From an optimization exercise on the open Yosys and OpenROAD flow, aimed at small area, a short achievable clock period and few clock cycles; shortcuts taken in it are not production practice.
Only simulation tests tie the RTL to the original design; equivalence was not proved.
No activity file was given, so power comes from the tool's default toggle rates.

## v6
==> flow/design.v <==
`default_nettype none
package tmrbank_pkg;
  localparam int OP_W   = 3;
  localparam int SLOT_W = 4;
  localparam int INT_W  = 31;
  localparam int EV_W   = 2;
  localparam int STS_W  = 2;
  localparam logic [OP_W-1:0] OP_TICK       = 3'd0;
  localparam logic [OP_W-1:0] OP_START_ONE  = 3'd1;
  localparam logic [OP_W-1:0] OP_START_PER  = 3'd2;
  localparam logic [OP_W-1:0] OP_RESTART    = 3'd3;
  localparam logic [OP_W-1:0] OP_CANCEL     = 3'd4;
  localparam logic [OP_W-1:0] OP_CANCEL_ALL = 3'd5;
  localparam logic [EV_W-1:0] EV_EXPIRED = 2'd0;
  localparam logic [EV_W-1:0] EV_CREATED = 2'd1;
  localparam logic [EV_W-1:0] EV_ACK     = 2'd2;
  localparam logic [STS_W-1:0] STS_OK       = 2'd0;
  localparam logic [STS_W-1:0] STS_FULL     = 2'd1;
  localparam logic [STS_W-1:0] STS_INACTIVE = 2'd2;
  localparam int MAX_RES = 16;
  localparam int CNT_W   = 5;
  localparam int QDEPTH = 2;
  localparam int QCNT_W = 2;
  typedef struct packed {
    logic [OP_W-1:0]   op;
    logic [SLOT_W-1:0] slot;
    logic              slot_ok;
    logic [INT_W-1:0]  interval;
  } cmd_t;
endpackage
`default_nettype wire
`default_nettype none
`default_nettype wire
`default_nettype none
`default_nettype wire
`default_nettype none
import tmrbank_pkg::*;
module one_shot_periodic_timer_bank_top #(
  parameter int SLOT_COUNT = 16,
  parameter int TIME_BITS  = 16
) (
  input  wire logic                           clk,
  input  wire logic                           rst_n,
  input  wire logic                           in_valid,
  output logic                                in_ready,
  input  wire logic [tmrbank_pkg::OP_W-1:0]   in_operation,
  input  wire logic [tmrbank_pkg::SLOT_W-1:0] in_slot,
  input  wire logic [tmrbank_pkg::INT_W-1:0]  in_interval_ms,
  output logic                                out_valid,
  input  wire logic                           out_ready,
  output logic [tmrbank_pkg::EV_W-1:0]        out_event_res,
  output logic [tmrbank_pkg::SLOT_W-1:0]      out_slot_id,
  output logic [tmrbank_pkg::STS_W-1:0]       out_status,
  output logic                                out_was_periodic,
  output logic                                out_last
);
  localparam int N  = 16;
  localparam int TW = 16;
  logic [N-1:0]  a_r, b_r;
  logic [TW-1:0] dl_r [N];    
  logic [TW-1:0] em_r [N];    
  logic [N-1:0]  ez_r;        
  logic [TW-1:0] c_r;         
  logic [N-1:0]  mt_r;        
  logic [N-1:0]  fr_r;        
  logic          fu_r;        
  logic [N-1:0]  pm_r;        
  logic [N-1:0]  rl_r;        
  logic [N-1:0]  rb_r;        
  logic [TW-1:0] rb_e_r;      
  logic          rdy_r;
  logic          tk_r;        
  logic          xv_r;
  logic [2:0]    xop_r;
  logic [3:0]    xslot_r;
  logic          xbig_r;       
  logic [TW-1:0] xeff_r;       
  logic          ov_r, sv_r;
  logic [9:0]    ob_r, sb_r;   
  function automatic logic [N-1:0] low_bit(input logic [N-1:0] m);
    logic [N-1:0] p;
    p = m;
    for (int s = 1; s < N; s = s * 2) p = p | (p << s);
    low_bit = m & ~(p << 1);
  endfunction
  function automatic logic [TW-1:0] ks_add(input logic [TW-1:0] a, input logic [TW-1:0] b);
    logic [TW-1:0] g, p, t;
    t = a ^ b;
    g = a & b;
    p = t;
    for (int s = 1; s < TW; s = s * 2) begin
      g = g | (p & (g << s));
      p = p & (p << s);
    end
    ks_add = t ^ (g << 1);
  endfunction
  function automatic logic [3:0] enc(input logic [N-1:0] oh);
    logic [3:0] r;
    r = '0;
    for (int i = 0; i < N; i++) if (oh[i]) r = r | 4'(i);
    enc = r;
  endfunction
  logic exec, o_free;
  assign exec   = xv_r && rdy_r;
  assign o_free = !ov_r || out_ready;
  logic is_tick, is_start, is_restart, is_cancel, is_cancel_all;
  assign is_tick       = tk_r;
  assign is_start      = exec && ((xop_r == OP_START_ONE) || (xop_r == OP_START_PER));
  assign is_restart    = exec && (xop_r == OP_RESTART);
  assign is_cancel     = exec && (xop_r == OP_CANCEL);
  assign is_cancel_all = exec && (xop_r == OP_CANCEL_ALL);
  logic [TW-1:0] em_sel;
  always_comb begin
    em_sel = '0;
    for (int i = 0; i < N; i++) em_sel = em_sel | (em_r[i] & {TW{rl_r[i]}});
  end
  logic         rb_z;
  logic [N-1:0] hit;
  assign rb_z = (rb_e_r == '0);
  always_comb begin
    for (int i = 0; i < N; i++) begin
      if (rl_r[i])      hit[i] = a_r[i] && ez_r[i];
      else if (rb_r[i]) hit[i] = a_r[i] && rb_z;
      else              hit[i] = a_r[i] && mt_r[i];
    end
  end
  logic [N-1:0] h_low, p_low;
  logic [N-1:0] h_rest, p_rest;
  assign h_low  = low_bit(hit);
  assign h_rest = hit & ~h_low;
  assign p_low  = low_bit(pm_r);
  assign p_rest = pm_r & ~p_low;
  logic [N-1:0]  act, free_low;
  logic          full;
  assign act      = a_r | b_r;
  assign free_low = fr_r;
  assign full     = fu_r;
  logic [N-1:0] sl_oh;
  logic         sl_act;
  assign sl_oh  = N'(1) << xslot_r;
  assign sl_act = |(act & sl_oh);
  logic [N-1:0] a_clr, b_clr;
  assign a_clr = ((hit & ~b_r) & {N{is_tick}}) | (sl_oh & {N{is_cancel}}) | {N{is_cancel_all}};
  assign b_clr = (sl_oh & {N{is_cancel}}) | {N{is_cancel_all}} | (free_low & {N{is_start}});
  logic [N-1:0] a_n, b_n;
  assign a_n = (a_r & ~a_clr) | (free_low & {N{is_start && !full && !xbig_r}});
  assign b_n = (b_r & ~b_clr) | (free_low & {N{is_start && !full && (xbig_r || (xop_r == OP_START_PER))}});
  logic [TW-1:0] c_n;
  logic [N-1:0]  mt_n;
  assign c_n = is_tick ? c_r + TW'(1) : c_r;
  always_comb begin
    for (int i = 0; i < N; i++)
      mt_n[i] = rb_r[i] ? (rb_e_r == TW'(is_tick)) : (dl_r[i] == c_n);
  end
  logic       x_beat;
  logic [9:0] x_b;
  always_comb begin
    x_beat = 1'b0;
    x_b    = {EV_EXPIRED, enc(h_low), STS_OK, |(h_low & b_r), (h_rest == '0)};
    unique case (xop_r)
      OP_TICK: begin
        x_beat = |hit;
      end
      OP_START_ONE, OP_START_PER: begin
        x_beat = 1'b1;
        x_b    = {EV_CREATED, full ? 4'd0 : enc(free_low), full ? STS_FULL : STS_OK, 1'b0, 1'b1};
      end
      OP_RESTART, OP_CANCEL: begin
        x_beat = 1'b1;
        x_b    = {EV_ACK, xslot_r, sl_act ? STS_OK : STS_INACTIVE, 1'b0, 1'b1};
      end
      OP_CANCEL_ALL: begin
        x_beat = 1'b1;
        x_b    = {EV_ACK, 4'd0, STS_OK, 1'b0, 1'b1};
      end
      default: ;
    endcase
    x_beat = x_beat && exec;
  end
  logic p_any, p_go;
  assign p_any = (pm_r != '0);
  assign p_go  = p_any && o_free && !sv_r;
  logic [9:0] nb;
  logic       nbv;
  always_comb begin
    if (sv_r) begin
      nb  = sb_r;
      nbv = 1'b1;
    end else if (p_any) begin
      nb  = {EV_EXPIRED, enc(p_low), STS_OK, |(p_low & b_r), (p_rest == '0)};
      nbv = 1'b1;
    end else begin
      nb  = x_b;
      nbv = x_beat;
    end
  end
  logic [N-1:0] pm_n;
  logic         pm_z_n, sv_n, xv_n, rdy_n;
  logic [2:0]   xop_n;
  always_comb begin
    pm_n   = pm_r;
    pm_z_n = !p_any;
    if (is_tick) begin
      pm_n   = h_rest;
      pm_z_n = (h_rest == '0);
    end else if (p_go) begin
      pm_n   = p_rest;
      pm_z_n = (p_rest == '0);
    end
    sv_n = !o_free && (sv_r || x_beat);
    xv_n  = rdy_r ? in_valid : xv_r;
    xop_n = rdy_r ? in_operation : xop_r;
    rdy_n = !xv_n || (pm_z_n && !sv_n);
  end
  always_ff @(posedge clk) begin
    if (!rst_n) begin
      a_r    <= '0;
      b_r    <= '0;
      fr_r   <= N'(1);
      fu_r   <= 1'b0;
      c_r    <= TW'(1);
      pm_r   <= '0;
      rl_r   <= '0;
      rb_r   <= '0;
      rdy_r  <= 1'b1;
      tk_r   <= 1'b0;
      xv_r   <= 1'b0;
      ov_r   <= 1'b0;
      sv_r   <= 1'b0;
    end else begin
      if (o_free) ov_r <= nbv;
      sv_r   <= sv_n;
      pm_r   <= pm_n;
      xv_r   <= xv_n;
      rdy_r  <= rdy_n;
      tk_r   <= xv_n && rdy_n && (xop_n == OP_TICK);
      rb_r   <= rl_r;
      rl_r   <= ((p_low & b_r) & {N{p_go}}) |
                ((h_low & b_r) & {N{is_tick}}) |
                (free_low & {N{is_start && !full}}) |
                (sl_oh & {N{is_restart && sl_act}});
      c_r    <= c_n;
      a_r    <= a_n;
      b_r    <= b_n;
      fr_r   <= low_bit(~(a_n | b_n));
      fu_r   <= &(a_n | b_n);
    end
  end
  always_ff @(posedge clk) begin
    rb_e_r <= em_sel - (is_tick ? TW'(2) : TW'(1));
    mt_r   <= mt_n;
    if (o_free) ob_r <= nb;
    if (!o_free && x_beat) sb_r <= x_b;
    if (rdy_r) begin
      xop_r   <= in_operation;
      xslot_r <= in_slot;
      xbig_r  <= |in_interval_ms[INT_W-1:TW];
      xeff_r  <= {in_interval_ms[TW-1:1], in_interval_ms[0] || (in_interval_ms[TW-1:0] == '0)};
    end
    for (int i = 0; i < N; i++) begin
      if (rb_r[i]) dl_r[i] <= ks_add(c_r, rb_e_r);
      if (is_start && !full && free_low[i]) begin
        em_r[i] <= xeff_r;
        ez_r[i] <= (xeff_r == TW'(1));
      end
    end
  end
  assign in_ready         = rdy_r;
  assign out_valid        = ov_r;
  assign {out_event_res, out_slot_id, out_status, out_was_periodic, out_last} = ob_r;
endmodule
`default_nettype wire
export LEC_CHECK = 0
export CAP_MARGIN = 20
export CORE_MARGIN = 2
export CORE_UTILIZATION = 60
export CTS_CLUSTER_DIAMETER = 100
export CTS_CLUSTER_SIZE = 25
export SLEW_MARGIN = 20
create_clock -name core_clock -period 10.0 [get_ports {clk}]
standard.sh (not shown) runs the stock make flow with config.mk's settings and CLKGATE_MAP_FILE= SYNTH_SCRIPT=/design/flow/synth_recipe.tcl, a recipe that flattens the netlist after the stock synthesis.
==> flow/flow/run.sh <==
#!/bin/bash
# The standard layout (standard.sh: ORFS synthesis through finish, unchanged),
# with the timing repair after CTS and after global routing told to aim for
# SETUP_SLACK_MARGIN ns of setup slack, so it works toward a shorter period
# than the 10 ns clock. make's whole output goes to flow_make.log here; ORFS
# also keeps each step's log under orfs/logs.
set -euo pipefail
bash standard.sh SETUP_SLACK_MARGIN=7 finish > flow_make.log 2>&1
Testbench counts of v6, summed over its fixed seeds: cycles 39,461.
Modified inputs, v7 compared to v6
--- a/flow/design.v
+++ b/flow/design.v
@@ -68,9 +68,8 @@
   logic [N-1:0]  rl_r;        
   logic [N-1:0]  rb_r;        
   logic [TW-1:0] rb_e_r;      
   logic          rdy_r;
-  logic          tk_r;        
   logic          xv_r;
   logic [2:0]    xop_r;
   logic [3:0]    xslot_r;
   logic          xbig_r;       
@@ -103,9 +102,9 @@
   logic exec, o_free;
   assign exec   = xv_r && rdy_r;
   assign o_free = !ov_r || out_ready;
   logic is_tick, is_start, is_restart, is_cancel, is_cancel_all;
-  assign is_tick       = tk_r;
+  assign is_tick       = exec && (xop_r == OP_TICK);
   assign is_start      = exec && ((xop_r == OP_START_ONE) || (xop_r == OP_START_PER));
   assign is_restart    = exec && (xop_r == OP_RESTART);
   assign is_cancel     = exec && (xop_r == OP_CANCEL);
   assign is_cancel_all = exec && (xop_r == OP_CANCEL_ALL);
@@ -194,10 +193,9 @@
       nbv = x_beat;
     end
   end
   logic [N-1:0] pm_n;
-  logic         pm_z_n, sv_n, xv_n, rdy_n;
-  logic [2:0]   xop_n;
+  logic         pm_z_n, sv_n, xv_n;
   always_comb begin
     pm_n   = pm_r;
     pm_z_n = !p_any;
     if (is_tick) begin
@@ -207,11 +205,9 @@
       pm_n   = p_rest;
       pm_z_n = (p_rest == '0);
     end
     sv_n = !o_free && (sv_r || x_beat);
-    xv_n  = rdy_r ? in_valid : xv_r;
-    xop_n = rdy_r ? in_operation : xop_r;
-    rdy_n = !xv_n || (pm_z_n && !sv_n);
+    xv_n = rdy_r ? in_valid : xv_r;
   end
   always_ff @(posedge clk) begin
     if (!rst_n) begin
       a_r    <= '0;
@@ -222,19 +218,17 @@
       pm_r   <= '0;
       rl_r   <= '0;
       rb_r   <= '0;
       rdy_r  <= 1'b1;
-      tk_r   <= 1'b0;
       xv_r   <= 1'b0;
       ov_r   <= 1'b0;
       sv_r   <= 1'b0;
     end else begin
       if (o_free) ov_r <= nbv;
       sv_r   <= sv_n;
       pm_r   <= pm_n;
       xv_r   <= xv_n;
-      rdy_r  <= rdy_n;
-      tk_r   <= xv_n && rdy_n && (xop_n == OP_TICK);
+      rdy_r  <= !xv_n || (pm_z_n && !sv_n);
       rb_r   <= rl_r;
       rl_r   <= ((p_low & b_r) & {N{p_go}}) |
                 ((h_low & b_r) & {N{is_tick}}) |
                 (free_low & {N{is_start && !full}}) |
==> comparison <==
Relative to v6, synthesized cell count increased by about 0.3% in v7.
Diff v6..v7 | area share of xor/xnor cells in the synthesized design | negligible
Die footprint in v7 vs v6: up about 1%
v6 → v7: final-report max-slew violation count now sits at about the same level, maximum frequency has increased.
v7 vs v6: worst ir drop on vdd up by more than half
Max number of buffers added for setup after CTS across v6 and v7: v7
Delta (v7 minus v6): final design instance area without fill now sits higher, number of cells traversed by the worst register-to-register path rose by 1, final critical path time including I/O delays and setup fell by 0.19 ns.
The wire length reported by the detailed router of v7 is higher than that of v6.
Re relative area of non-clock buffer cells in the final design: v6 and v7 aren't equal, and the higher value belongs to v7.
v7 ended with more slew at the pin with the worst max-slew slack than v6.
~same sequential cell count in v6 and v7
Testbench counts of v7, summed over its fixed seeds: cycles 39,461.

---

Starts from the design.v that is shown in full above.
clock: 10.0 ns
lec_check: 0
cap_margin: 20
core_margin: 2
core_utilization: 60
cts_cluster_diameter: 100
cts_cluster_size: 25
slew_margin: 20
==> flow/flow/run.sh <==
#!/bin/bash
# The standard layout (standard.sh: ORFS synthesis through finish, unchanged),
# with the timing repair after CTS and after global routing told to aim for
# SETUP_SLACK_MARGIN ns of setup slack, so it works toward a shorter period
# than the 10 ns clock. make's whole output goes to flow_make.log here; ORFS
# also keeps each step's log under orfs/logs.
set -euo pipefail
bash standard.sh SETUP_SLACK_MARGIN=6.75 finish > flow_make.log 2>&1
Testbench counts at the start, summed over its fixed seeds: cycles 39,461.
Rerun with:
--- a/flow/design.v
+++ b/flow/design.v
@@ -70,5 +70,4 @@
   logic [TW-1:0] rb_e_r;      
   logic          rdy_r;
-  logic          tk_r;        
   logic          xv_r;
   logic [2:0]    xop_r;
@@ -105,5 +104,5 @@
   assign o_free = !ov_r || out_ready;
   logic is_tick, is_start, is_restart, is_cancel, is_cancel_all;
-  assign is_tick       = tk_r;
+  assign is_tick       = exec && (xop_r == OP_TICK);
   assign is_start      = exec && ((xop_r == OP_START_ONE) || (xop_r == OP_START_PER));
   assign is_restart    = exec && (xop_r == OP_RESTART);
@@ -196,6 +195,5 @@
   end
   logic [N-1:0] pm_n;
-  logic         pm_z_n, sv_n, xv_n, rdy_n;
-  logic [2:0]   xop_n;
+  logic         pm_z_n, sv_n, xv_n;
   always_comb begin
     pm_n   = pm_r;
@@ -209,7 +207,5 @@
     end
     sv_n = !o_free && (sv_r || x_beat);
-    xv_n  = rdy_r ? in_valid : xv_r;
-    xop_n = rdy_r ? in_operation : xop_r;
-    rdy_n = !xv_n || (pm_z_n && !sv_n);
+    xv_n = rdy_r ? in_valid : xv_r;
   end
   always_ff @(posedge clk) begin
@@ -224,5 +220,4 @@
       rb_r   <= '0;
       rdy_r  <= 1'b1;
-      tk_r   <= 1'b0;
       xv_r   <= 1'b0;
       ov_r   <= 1'b0;
@@ -233,6 +228,5 @@
       pm_r   <= pm_n;
       xv_r   <= xv_n;
-      rdy_r  <= rdy_n;
-      tk_r   <= xv_n && rdy_n && (xop_n == OP_TICK);
+      rdy_r  <= !xv_n || (pm_z_n && !sv_n);
       rb_r   <= rl_r;
       rl_r   <= ((p_low & b_r) & {N{p_go}}) |
Effect: Global-route usage grows by 0.64 points. Die area grows slightly. Final area grows by a few percent. Wire length grows by a few percent. Area after synthesis grows slightly. Non-clock buffer count grows by 46. Critical path depth grows by 1. Combinational power grows slightly. First-iteration DRC count shrinks by a few percent. Sequential power hardly moves.
Testbench counts after the change, summed over its fixed seeds: cycles 39,461.

[static timing again, ports no longer ideal]
In the flow no input, the clock included, has a driving cell. The finished layouts below were timed again as built, in two steps.
Step 1 sets driving cells, clkbuf_16 on the clock port and buf_2 on the other inputs (assumed; they add their load-dependent delay and slew).
Step 2, shift: input delay + t, output delay - t, t = (earliest + latest rising clock arrival at the registers) / 2. This alone moves slack from input paths to output paths.
Three values: no drivers, after step 1, after step 2; two values: the first two.
| run | t, ns | setup WS [ns] | worst hold slack (ns) | worst setup path at the end | cell pins on the clock port's net |
|---|---|---|---|---|---|
| v6 | 0.655 | 6.644 / 6.644 / 6.281 | 0.536 / 0.536 / 0.536 | input to register | 1 |
| v7 | 0.665 | 6.837 / 6.775 / 6.438 | 0.543 / 0.543 / 0.543 | input to register | 1 |
| the first run of note 2 | 0.665 | 6.596 / 6.596 / 6.142 | 0.522 / 0.522 / 0.522 | input to register | 1 |
| the second run of note 2 | 0.659 | 6.668 / 6.668 / 6.144 | 0.531 / 0.531 / 0.531 | input to register | 1 |
After both steps setup and hold are still met in every run listed. For the second run of note 2, which loses most, drivers alone change the setup slack by 0.000 ns; drivers and shift together by -0.524 ns.
